Context: an optimization exercise on an open-source flow, tuned for small area and a short achievable clock period. The choices shown serve that exercise and are no tape-out recipe. Power figures rest on the tool's default switching activity, not on a simulated workload.

==> flow/design.v <==
`default_nettype none
package book_types_pkg;
  localparam int KEY_BITS = 16;
  localparam int VOLUME_BITS = 16;
  localparam int LISTSIZE_W = 5;
  typedef logic [KEY_BITS-1:0] key_t;
  typedef logic [VOLUME_BITS-1:0] volume_t;
  typedef logic [LISTSIZE_W-1:0] listsize_t;
  typedef enum logic [1:0] {
    CMD_CLEAR   = 2'd0,
    CMD_ADD     = 2'd1,
    CMD_DELETE  = 2'd2,
    CMD_REPLACE = 2'd3
  } cmd_t;
endpackage
`default_nettype wire
`default_nettype none
package book_cfg_pkg;
  localparam int DEF_ENTRIES_N = 16;
  localparam bit DEF_IS_BID = 1'b1;
endpackage
`default_nettype wire
`timescale 1ns/1ps
`default_nettype none
module book_match (
  input  book_types_pkg::key_t i_key_stored,
  input  book_types_pkg::key_t i_key_n,
  output logic                 o_gt,
  output logic                 o_ge
);
  always_comb begin
    logic [15:0] g, p;
    g = i_key_stored & i_key_n;
    p = i_key_stored | i_key_n;
    for (int s = 1; s < 16; s = s * 2) begin
      for (int b = 15; b >= 0; b--) begin
        if ((b % (2 * s)) >= s) begin
          g[b] = g[b] | (p[b] & g[b - (b % s) - 1]);
          p[b] = p[b] & p[b - (b % s) - 1];
        end
      end
    end
    o_gt = g[15];
    o_ge = g[15] | p[15];
  end
endmodule
`default_nettype wire
`timescale 1ns/1ps
`default_nettype none
module book_entry_mux #(
  parameter bit HAS_UP = 1'b1,
  parameter bit HAS_DN = 1'b1
) (
  input  logic i_sel_ins,
  input  logic i_sel_up,
  input  logic i_sel_dn,
  input  logic i_sel_hold,
  input  logic i_ins,
  input  logic i_up,
  input  logic i_dn,
  input  logic i_hold,
  output logic o_nxt
);
  logic up_term, dn_term;
  assign up_term = HAS_UP ? (i_sel_up & i_up) : 1'b0;
  assign dn_term = HAS_DN ? (i_sel_dn & i_dn) : 1'b0;
  assign o_nxt = (i_sel_ins & i_ins) | up_term | dn_term | (i_sel_hold & i_hold);
endmodule
`default_nettype wire
`timescale 1ns/1ps
`default_nettype none
module book_top #(
  parameter int ENTRIES_N = book_cfg_pkg::DEF_ENTRIES_N,
  parameter bit IS_BID = book_cfg_pkg::DEF_IS_BID
) (
  input  logic                     i_clk,
  input  logic                     i_rst_n,
  input  logic                     i_cmd_vld,
  input  book_types_pkg::cmd_t                     i_cmd,
  input  book_types_pkg::key_t                     i_key,
  input  book_types_pkg::volume_t                  i_volume,
  output logic [ENTRIES_N-1:0]     o_vld,
  output book_types_pkg::key_t [ENTRIES_N-1:0]     o_keys,
  output book_types_pkg::volume_t [ENTRIES_N-1:0]  o_volumes,
  output book_types_pkg::listsize_t                o_listsize,
  output logic                     o_notify_vld,
  output book_types_pkg::key_t                     o_notify_key,
  output book_types_pkg::volume_t                  o_notify_volume
);
  localparam int N = ENTRIES_N;
  logic op_clr, op_add, op_del, op_rep;
  assign op_clr = i_cmd_vld && (i_cmd == book_types_pkg::CMD_CLEAR);
  assign op_add = i_cmd_vld && (i_cmd == book_types_pkg::CMD_ADD);
  assign op_del = i_cmd_vld && (i_cmd == book_types_pkg::CMD_DELETE);
  assign op_rep = i_cmd_vld && (i_cmd == book_types_pkg::CMD_REPLACE);
  logic [N-1:0] keep, better, match, cmp_gt, cmp_ge;
  book_types_pkg::key_t key_n;
  assign key_n = ~i_key;
  for (genvar i = 0; i < N; i++) begin : g_cmp
    book_match u_cmp (.i_key_stored(o_keys[i]), .i_key_n(key_n), .o_gt(cmp_gt[i]), .o_ge(cmp_ge[i]));
    assign better[i] = o_vld[i] & cmp_gt[i];
    assign keep[i]   = o_vld[i] & cmp_ge[i];
    assign match[i]  = keep[i] & ~cmp_gt[i];
  end
  logic hit;
  assign hit = |match;
  logic [N-1:0] sel_ins, sel_up, sel_dn, sel_vol;
  logic del_hit;
  assign del_hit = op_del && hit;
  always_comb begin
    for (int i = 0; i < N; i++) begin
      sel_ins[i] = op_add && !keep[i] && ((i == 0) ? 1'b1 : keep[i-1]);
      sel_up[i]  = (i == 0) ? 1'b0 : (op_add && !keep[i-1]);
      sel_dn[i]  = (i == N-1) ? 1'b0 : (del_hit && !better[i]);
      sel_vol[i] = sel_ins[i] || (op_rep && match[i]);
    end
  end
  logic [N-1:0] hold_k, hold_v;
  always_comb begin
    for (int i = 0; i < N; i++) begin
      hold_k[i] = !(sel_ins[i] || sel_up[i] || sel_dn[i]);
      hold_v[i] = !(sel_vol[i] || sel_up[i] || sel_dn[i]);
    end
  end
  book_types_pkg::key_t    [N-1:0] keys_nxt;
  book_types_pkg::volume_t [N-1:0] vols_nxt;
  for (genvar i = 0; i < N; i++) begin : g_ent
    for (genvar b = 0; b < 16; b++) begin : g_bit
      book_entry_mux #(.HAS_UP(i != 0), .HAS_DN(i != N-1)) u_kmux (
        .i_sel_ins(sel_ins[i]), .i_sel_up(sel_up[i]), .i_sel_dn(sel_dn[i]), .i_sel_hold(hold_k[i]),
        .i_ins(i_key[b]), .i_up(o_keys[(i == 0) ? 0 : i-1][b]),
        .i_dn(o_keys[(i == N-1) ? i : i+1][b]), .i_hold(o_keys[i][b]),
        .o_nxt(keys_nxt[i][b]));
      book_entry_mux #(.HAS_UP(i != 0), .HAS_DN(i != N-1)) u_vmux (
        .i_sel_ins(sel_vol[i]), .i_sel_up(sel_up[i]), .i_sel_dn(sel_dn[i]), .i_sel_hold(hold_v[i]),
        .i_ins(i_volume[b]), .i_up(o_volumes[(i == 0) ? 0 : i-1][b]),
        .i_dn(o_volumes[(i == N-1) ? i : i+1][b]), .i_hold(o_volumes[i][b]),
        .o_nxt(vols_nxt[i][b]));
    end
  end
  logic [N-1:0] vld_nxt;
  always_comb begin
    vld_nxt = o_vld;
    if (op_clr) vld_nxt = '0;
    else if (op_add) vld_nxt = {o_vld[N-2:0], 1'b1};
    else if (del_hit) vld_nxt = {1'b0, o_vld[N-1:1]};
  end
  always_ff @(posedge i_clk or negedge i_rst_n) begin
    if (!i_rst_n) o_vld <= '0;
    else o_vld <= vld_nxt;
  end
  always_ff @(posedge i_clk) begin
    o_keys <= keys_nxt;
    o_volumes <= vols_nxt;
  end
  always_comb begin
    o_listsize = '0;
    for (int i = 0; i < N; i++) begin
      if (o_vld[i] && ((i == N-1) ? 1'b1 : !o_vld[(i == N-1) ? i : i+1])) o_listsize = book_types_pkg::listsize_t'(i + 1);
    end
  end
  logic head_change;
  assign head_change = (op_clr && o_vld[0]) || (op_add && !keep[0]) ||
                       ((op_del || op_rep) && match[0]);
  always_ff @(posedge i_clk or negedge i_rst_n) begin
    if (!i_rst_n) o_notify_vld <= 1'b0;
    else o_notify_vld <= head_change;
  end
  always_ff @(posedge i_clk) begin
    o_notify_key <= i_key;
    o_notify_volume <= op_clr ? '0 : (op_del ? o_volumes[0] : i_volume);
  end
endmodule
`default_nettype wire
export LEC_CHECK = 0
export CAP_MARGIN = 20
export CORE_MARGIN = 2
export CORE_UTILIZATION = 40
export SETUP_SLACK_MARGIN = 2.5
export SLEW_MARGIN = 20
export SYNTH_HIERARCHICAL = 1
create_clock -name core_clock -period 5.5 [get_ports {i_clk}]
standard.sh (not shown) runs the stock make flow with config.mk's settings and CLKGATE_MAP_FILE= SYNTH_SCRIPT=/design/flow/synth_recipe.tcl, a recipe that flattens the netlist after the stock synthesis.
==> flow/flow/run.sh <==
#!/bin/bash
# Standard layout, with the smallest buffer on every input and output port
set -e
export BUFFER_PORTS_ARGS="-buffer_cell sky130_fd_sc_hd__buf_1"
bash standard.sh > standard.log 2>&1
The first run produced a clean layout.
==> next run, changes <==
--- a/flow/config.mk
+++ b/flow/config.mk
@@ -10,3 +10,3 @@
 export CORE_UTILIZATION = 40
-export SETUP_SLACK_MARGIN = 2.5
+export SETUP_SLACK_MARGIN = 1.5
 export SLEW_MARGIN = 20
Effect: Routed wire length drops by 4.3%; core utilization came out lower by 3.3 points; area after synthesis does not change; count of clock-buffer cells in the layout stays the same; flip-flop and latch count does not change; register-to-register slack stays flat.
No run of this note included a check of the RTL's function; only the layout flow was run.

---

## v42
book_top, a different RTL version from the one above (not shown whole).
Size: about 600 I/O pins, about 0.029 sq mm of cells after synthesis.
clock: 5.5 ns
lec_check: 0
cap_margin: 20
core_margin: 2
core_utilization: 40
setup_slack_margin: 0.5
slew_margin: 20
synth_hierarchical: 1
Scripts as last shown in full above: flow/flow/run.sh
v42 went all the way through synthesis, placement and routing and the layout is clean on timing, DRC and antenna.
Edits applied to the flow inputs when going from v42 to v24:
Settings: SETUP_SLACK_MARGIN changed from 0.5 to 2.5.
- The flow did not stop early for v24: all stages ran, and the layout cleared the timing, design-rule and antenna checks.
- v24 reports a lower count of clock buffers in the final design than v42 does.
- Fraction of power consumed by sequential logic: v24 vs v42 down 0.6 points
- v24 ends up with lower data required time of the critical path than v42 does.
- v24 ended up with a higher global-route usage than v42 did.
- In the flow results for v42 and v24, the number of cells in the finished layout apart from fillers is smaller on v42.
- Of the two values seen for cell with the largest stage delay on the worst path, sky130_fd_sc_hd__nor3_2 was produced by v42 and sky130_fd_sc_hd__nor4_4 by v24.
- [compare] base=v42 new=v24: wire length after detailed routing saw an increase; post-layout instance area climbed 27%.
- | critical path depth | lower: v42 |
Changes in v10 relative to v24:
Settings: swapping 2.5 for 1.5 in SETUP_SLACK_MARGIN.
Number of signal-net buffers in the layout delta for v10 relative to v24: 298 lower
Re final total power: v10 is about 6.5% down on v24.
Between v10 and v24, it is v10 whose share of total power in combinational logic is lower, by 3.4 points.
Compared with v24, v10 shows clock skew higher by 0.010 ns.
Compared with v24, v10 shows final hold slack higher by 0.0064 ns.
The following lists how v40 was set up differently from v10:
Settings: changing SETUP_SLACK_MARGIN from 1.5 to 2.0.
## What came out
- Across v40 and v10, none had a timing, DRC or antenna violation.
- v40 and v10 ended up with nearly the same met3 track demand over resource in global routing.
- v10 → v40: minimum hold slack now smaller; wire length on met3 now larger; number of signal-net buffers in the layout now larger.
- Combined buffer and inverter count along the critical path for v40: 1 up relative to v10
- Looking at capturing element of the worst setup path, the o_keys[223] result is from v10; the o_keys[253] one comes from v40.
- Max freq v10 -> v40: improved
- v40 vs v10: data arrival time of the critical path down
- Going from v10 to v40, maximum vdd ir drop shrinks by 14%.
- Number of clock buffers inserted by TritonCTS: lower on v40
- Relative to v10, relative contribution of the clock network to total power has decreased by 0.7 points in v40.
- In the flow results for v40 and v10, the met1 layer usage reported by global route is smaller on v10.
No run of this note included a check of the RTL's function; only the layout flow was run.

## what the ideal ports hide
How much do the figures lean on ideal ports? The routed layouts below were timed once more, with nothing changed but the port constraints.
Step 1 assumes that a clkbuf_16 drives the clock port and a buf_2 every other input.
Step 2 also shifts input and output timing later by t, the mid clock arrival at the registers, as if the neighbouring blocks saw the same clock.
Slacks: no drivers / after step 1 / after step 2; pairs: no drivers / after step 1.
| run | t (ns) | setup slack, ns | clock arrival spread, ns | worst data-port slew with drivers (ns) |
|---|---|---|---|---|
| the first run of note 1 | 0.675 | 1.462 / 1.465 / 0.790 | 0.023 / 0.023 | 0.07 |
| the second run of note 1 | 0.669 | 1.354 / 1.363 / 0.694 | 0.021 / 0.021 | 0.06 |
| v42 | 0.674 | 0.859 / 0.909 / 0.235 | 0.022 / 0.022 | 0.04 |
| v24 | 0.678 | 1.903 / 1.934 / 1.256 | 0.021 / 0.021 | 0.07 |
| v10 | 0.669 | 1.637 / 1.680 / 1.011 | 0.036 / 0.037 | 0.06 |
| v40 | 0.673 | 2.017 / 1.997 / 1.377 | 0.023 / 0.023 | 0.07 |
After both steps setup and hold are still met in every run listed. For the first run of note 1, which loses most, drivers alone change the setup slack by +0.003 ns; drivers and shift together by -0.672 ns.
